This design comes from an exercise in tuning for small area, a short achievable clock period and few clock cycles on the open sky130 flow, not from production work.
The RTL was checked by simulation tests, not by an equivalence proof against the original design.

**flow/design.v**
```verilog
module snn_conv_quant #(
    parameter int IMG_W  = 6,
    parameter int DATA_W = 8,
    parameter int QDIV   = 2295
) (
    input  logic              clk,
    input  logic              rst_n,
    input  logic              in_valid,
    input  logic [DATA_W-1:0] img,
    input  logic [DATA_W-1:0] ker,
    input  logic              mode,
    output logic              out_valid,
    output logic [DATA_W-1:0] out_data
);
    localparam int NPIX   = IMG_W * IMG_W;
    localparam int IDX_W  = $clog2(NPIX);
    localparam int POS_W  = $clog2(IMG_W);
    localparam int PROD_W = 2 * DATA_W;
    localparam int SUM_W  = 2 * DATA_W + 4;
    localparam int DIV_W  = (SUM_W > 32) ? SUM_W : 32;
    localparam logic [DIV_W-1:0] MAXV = {{(DIV_W-DATA_W){1'b0}}, {DATA_W{1'b1}}};
    typedef enum logic [1:0] {S_IDLE, S_LOAD, S_CALC, S_OUT} state_t;
    state_t                      r_state, w_next;
    logic [IDX_W-1:0]            r_cnt;
    logic [IDX_W-1:0]            w_waddr;
    logic                        w_wr;
    logic                        r_mode;
    logic                        r_ov;
    logic [DATA_W-1:0]           r_od;
    logic [POS_W-1:0]            r_orow, r_ocol;
    logic [POS_W-1:0]            w_cr, w_cc, w_nm1;
    logic                        w_last;
    logic [NPIX-1:0][DATA_W-1:0] r_img;
    logic [8:0][DATA_W-1:0]      r_ker;
    logic [8:0][PROD_W-1:0]      w_prod;
    logic [SUM_W-1:0]            w_sum;
    logic [DIV_W-1:0]            w_quot;
    logic [DATA_W-1:0]           w_q;
    function automatic integer clampi(input integer v);
        if (v < 0) clampi = 0;
        else if (v > IMG_W - 1) clampi = IMG_W - 1;
        else clampi = v;
    endfunction
    assign w_wr    = in_valid && (r_state == S_IDLE || r_state == S_LOAD);
    assign w_waddr = (r_state == S_IDLE) ? '0 : r_cnt;
    always_ff @(posedge clk) begin
        if (w_wr) begin
            r_img[w_waddr] <= img;
            if (w_waddr < IDX_W'(9))
                r_ker[4'(w_waddr)] <= ker;
        end
    end
    assign w_nm1  = r_mode ? POS_W'(IMG_W - 1) : POS_W'(IMG_W - 3);
    assign w_last = (r_orow == w_nm1) && (r_ocol == w_nm1);
    always_comb begin
        w_cr = r_orow;
        w_cc = r_ocol + 1'b1;
        if (r_state == S_CALC) begin
            w_cr = '0;
            w_cc = '0;
        end else if (r_ocol == w_nm1) begin
            w_cr = r_orow + 1'b1;
            w_cc = '0;
        end
    end
    for (genvar ti = 0; ti < 3; ti++) begin : g_row
        for (genvar tj = 0; tj < 3; tj++) begin : g_col
            localparam int K = ti * 3 + tj;
            logic [IDX_W-1:0] w_addr;
            assign w_addr = IDX_W'(clampi(int'(w_cr) + ti - int'(r_mode)) * IMG_W
                                 + clampi(int'(w_cc) + tj - int'(r_mode)));
            assign w_prod[K] = PROD_W'(r_ker[K]) * PROD_W'(r_img[w_addr]);
        end
    end
    always_comb begin
        w_sum = '0;
        for (int k = 0; k < 9; k++)
            w_sum = w_sum + SUM_W'(w_prod[k]);
    end
    assign w_quot = DIV_W'(w_sum) / DIV_W'(QDIV);
    assign w_q    = (w_quot > MAXV) ? {DATA_W{1'b1}} : w_quot[DATA_W-1:0];
    always_comb begin
        w_next = r_state;
        case (r_state)
            S_IDLE: if (in_valid) w_next = S_LOAD;
            S_LOAD: begin
                if (!in_valid)
                    w_next = S_IDLE;
                else if (r_cnt == IDX_W'(NPIX - 1))
                    w_next = S_CALC;
            end
            S_CALC: w_next = S_OUT;
            S_OUT:  if (w_last) w_next = S_IDLE;
            default: w_next = S_IDLE;
        endcase
    end
    always_ff @(posedge clk or negedge rst_n) begin
        if (!rst_n) begin
            r_state <= S_IDLE;
            r_cnt   <= '0;
            r_mode  <= 1'b0;
            r_ov    <= 1'b0;
            r_od    <= '0;
            r_orow  <= '0;
            r_ocol  <= '0;
        end else begin
            r_state <= w_next;
            case (r_state)
                S_IDLE: begin
                    if (in_valid) begin
                        r_mode <= mode;
                        r_cnt  <= IDX_W'(1);
                    end
                end
                S_LOAD: begin
                    if (in_valid && r_cnt != IDX_W'(NPIX - 1))
                        r_cnt <= r_cnt + 1'b1;
                    else
                        r_cnt <= '0;
                end
                S_CALC: begin
                    r_ov   <= 1'b1;
                    r_od   <= w_q;
                    r_orow <= '0;
                    r_ocol <= '0;
                end
                S_OUT: begin
                    if (w_last) begin
                        r_ov <= 1'b0;
                        r_od <= '0;
                    end else begin
                        r_od   <= w_q;
                        r_orow <= w_cr;
                        r_ocol <= w_cc;
                    end
                end
                default: ;
            endcase
        end
    end
    assign out_valid = r_ov;
    assign out_data  = r_od;
endmodule
```
**flow/run.sh**
```bash
#!/bin/bash
# synth_recipe.tcl (not shown) runs the flow's synth.tcl, then flattens the netlist and writes it again
# the make line also repeats each setting of config.mk as NAME=value (left out here)
make -C /OpenROAD-flow-scripts/flow DESIGN_CONFIG=/design/flow/config.mk WORK_HOME=/design/flow/orfs CLKGATE_MAP_FILE= SYNTH_SCRIPT=/design/flow/synth_recipe.tcl finish
```
**flow/config.mk**
```make
export PLATFORM = sky130hd
export DESIGN_NAME = snn_conv_quant
export DESIGN_NICKNAME = snn_conv_quant
export VERILOG_FILES = /design/flow/design.v
export SDC_FILE = /design/flow/constraint.sdc
export NUM_CORES = 4
export LEC_CHECK = 0
export CAP_MARGIN = 20
export CORE_MARGIN = 2
export CORE_UTILIZATION = 40
export SLEW_MARGIN = 20
```
**flow/constraint.sdc**
```tcl
create_clock -name core_clock -period 25.0 [get_ports {clk}]
set_input_delay 5.0000 -clock core_clock [delete_from_list [all_inputs] [get_ports {clk}]]
set_output_delay 5.0000 -clock core_clock [all_outputs]
set_load 0.01 [all_outputs]
```
==> impl_metrics.env <==
export IMPL_status="no timing/DRC/antenna violations"
export IMPL_fin_util_pct=43.8
export IMPL_final_cells=7055
export IMPL_synthesis_nets=6029
export IMPL_port_buffer_count=28
export IMPL_ys_async_sr_fraction_pct=6.25
export IMPL_track_usage_pct=27.5
export IMPL_grt_pass1_wl_mm=298
export IMPL_cts_buffers=51
export IMPL_clk_latency_ns=0.67
export IMPL_grt_pass1_vias=43600
export IMPL_placed_cells=6954
export IMPL_crit_top_cell="fa_1"
export IMPL_fmax_mhz=42.4
export IMPL_synth_xor_area_share_pct=1.57
export IMPL_synth_top_family_by_area="multiplexers"
export IMPL_slowest_delay_ns=0.95
export IMPL_cts_tree="yes"
export IMPL_cpMaxStageDelayCell="o22ai_1"
export IMPL_antenna_found_initial=10
export IMPL_fin_crit_sh_pct=94.3
export IMPL_routabilityCongestion=0.989
export IMPL_clock_path_buffers=3
export IMPL_cts_max_level=2
export IMPL_root_buffer="clkbuf_16"
export IMPL_cts_setup_buffers=0
export IMPL_finalHoldViolCount=0
export IMPL_fin_hold_ws_ns=0.482
export IMPL_die_height_um=383
export IMPL_die_area_um2=146000
export IMPL_critPathArrivalTime_ns=24.13
export IMPL_finalMaxSlewViolations=0
export IMPL_io_pins=29
export IMPL_nFillCells=13400
export IMPL_hp_start="r_od[5]"
export IMPL_synth_area_mux_share_pct=28.9
export IMPL_vias_per_cell=6.15
export IMPL_yosysSeqAreaShare_pct=19.9
export IMPL_wl_per_cell_um=28.6
export IMPL_start_util_pct=40.4
export IMPL_placed_area_um2=60300
export IMPL_die_x_um=383
export IMPL_end_kind="flip-flop"
export IMPL_tns_ns=0
export IMPL_worst_slew_pin_slew_ns=1.28
export IMPL_final_min_clock_period_ns=23.58
export IMPL_place_ws_ns=1.43
export IMPL_drc=0
export IMPL_drt_iter0_markers=4649
export IMPL_required_ns=25.55
export IMPL_synthAdderAreaFrac_pct=26.2
export IMPL_r2r_start="r_mode"
export IMPL_clock_sinks=384
export IMPL_wl_mm=202
export IMPL_synth_simple_gate_area_share_pct=10.3
export IMPL_synth_cell_type_count=131
export IMPL_final_setup_viol_count=0
export IMPL_syn2layout_area_growth_pct=8.29
export IMPL_drive_above_1_share_pct=20.6
export IMPL_drtAntennaViolNets=0
export IMPL_synthFlopType="edfxtp_1"
export IMPL_ys_warn_count=1
export IMPL_core_um2=142000
export IMPL_avgSynthCellArea_um2=11.2
export IMPL_crit_fanout=21
export IMPL_rows=138
export IMPL_synth_cells=5142
export IMPL_start_kind="flip-flop"
export IMPL_stdcell_area_um2=62100
export IMPL_rsz0062_at_grt="false"
export IMPL_path_class="reg2reg"
export IMPL_nets=6007
export IMPL_setup_slack_ns=1.42
export IMPL_dr_pass1_iters=6
export IMPL_grt_start_max_net_pins=85
export IMPL_relSlewSlack_pct=14.8
export IMPL_synth_edf_count=360
export IMPL_vias=43400
export IMPL_drv_cap=0
export IMPL_critPathLaunch="r_mode"
export IMPL_grt_ovfl_total=0
export IMPL_fin_skew_ns=0.0606
export IMPL_syn_area_um2=57400
export IMPL_hp_class="reg2reg"
export IMPL_synth_compound_area_share_pct=6.93
export IMPL_clk_pin_slew_ns=0.06
export IMPL_synth_seq_cells=384
export IMPL_dp_hpwl_mm=152
repair_timing:
item,4_1_cts,5_1_grt
endpoints found under the hold margin,0,0
gates resized for setup,0,3
hold buffers,0,0
setup endpoints to repair,0,1
critical path, delay by kind of cell, from the launching register on:
| family | cells | cell delay, ns |
|---|---|---|
| XOR/XNOR | 2 | 0.83 |
| flip-flops | 1 | 0.45 |
| adder cells (fa/ha/maj) | 18 | 7.73 |
| AO/OA/AOI/OAI | 24 | 7.96 |
| multiplexers | 5 | 1.76 |
| buffers and inverters | 9 | 0.97 |
| AND/OR/NAND/NOR | 15 | 3.68 |
registers in the layout (all words and copies together), names as in the netlist, named ones only:
signal / flops
r_ocol: 3
r_orow: 3
r_img: 288
r_od: 8
r_cnt: 6
r_ker: 72
r_state: 1
r_ov: 1
r_mode: 1
cell usage in the layout, fill, tap and decap left out, drive strengths merged, types with 134 or more instances in the layout:
cell and count:
inv 728, fa 550, mux2i 421, and2 419, nand2 409, mux2 373, mux4 360, edfxtp 360
ha 317, o21ai 134
synthesized netlist by cell type, types with 9 or more instances:
cell type,count,area share [%]
a211o_1,10,0.15
a211oi_1,12,0.16
a211oi_2,10,0.22
a21o_1,20,0.26
a21oi_1,103,0.90
a31oi_1,19,0.21
and2_1,416,4.5
and3_1,15,0.16
buf_1,52,0.34
buf_4,9,0.12
clkbuf_1,142,0.93
dfrtp_1,24,1.0
edfxtp_1,360,19
fa_1,550,19
ha_1,317,6.9
inv_1,723,4.7
mux2_2,369,7.2
mux2i_1,417,7.3
mux4_2,360,14
nand2_1,407,2.7
nand2b_1,18,0.20
nand3_1,44,0.38
nand4_1,17,0.19
nor2_1,127,0.83
nor2b_1,14,0.15
nor3_1,30,0.26
o211ai_1,30,0.39
o21ai_0,109,0.95
o21ai_1,22,0.19
o22ai_1,61,0.67
o31ai_1,13,0.17
xnor2_1,53,0.81
xor2_1,30,0.46
metal layers:
| metal | track usage [%] | routed length (um) | vias to the layer above |
|---|---|---|---|
| met2 | 42.8 | 91600 | 2393 |
| met3 | 7.02 | 20500 | 515 |
| li1 | - | - | 18200 |
| met4 | 14.8 | 12500 | 8 |
| met5 | 0 | 50 | - |
| met1 | 35.1 | 77200 | 22200 |
kinds of logic (layout without fill, tap and decap cells):
kind of cell | Yosys count | count (layout)
muxes | 1154 | 1154
and+or+nand+nor | 1149 | 1149
buffers and inverters | 940 | 954
adders and majority gates | 871 | 871
AOI/OAI and AO/OA | 551 | 551
DFF | 384 | 384
xor gates and xnor gates | 93 | 93
other | 0 | 9
worst paths after layout:
kind | endpoint | slack, ns | cells after the start
max | r_od[0] | 1.42 | 73
max reg2reg | r_od[0] | 1.42 | 73
min | r_od[5] | 0.48 | 1
min reg2reg | r_od[5] | 0.48 | 1
max in group asynchronous | r_mode | 19.82 | 2
min in group asynchronous | r_od[7] | 4.78 | 2
area by class of cell:
type	count	area (um2)	area share (%)
Antenna cell	9	22.5	0.0363
Clock inverter	31	369	0.594
Tap cell	1890	2360	3.81
Multi-Input combinational cell	3818	42700	68.7
Timing Repair Buffer	141	1230	1.98
Clock buffer	58	1300	2.10
Inverter	724	2720	4.37
Sequential cell	384	11400	18.4
Testbench counts, summed over its fixed seeds: cycles 12,816.

==> port drivers added, routing unchanged <==
The results above use ideal ports. As a check the final layout listed here was re-extracted and re-timed, cells and wires unchanged. Step 1 sets driving cells, clkbuf_16 on the clock port and buf_2 on the other inputs (assumed; they add their load-dependent delay and slew). Step 2 times the ports against the registers' clock, not the clock port: input delays grow and output delays shrink by t, the midpoint of the rising clock arrivals with the driver on. Three values: ideal ports, drivers, drivers and shift; two values: the first two.
t (ns): 0.711
slack for setup (ns): 1.416 / 1.416 / 1.416
worst setup path at the end: register to register
clock arrival spread, ns: 0.061 / 0.061
cell pins on the clock port's net: 1
After both steps this run still meets setup and hold. For this run, drivers alone change the setup slack by 0.000 ns; drivers and shift together by 0.000 ns.
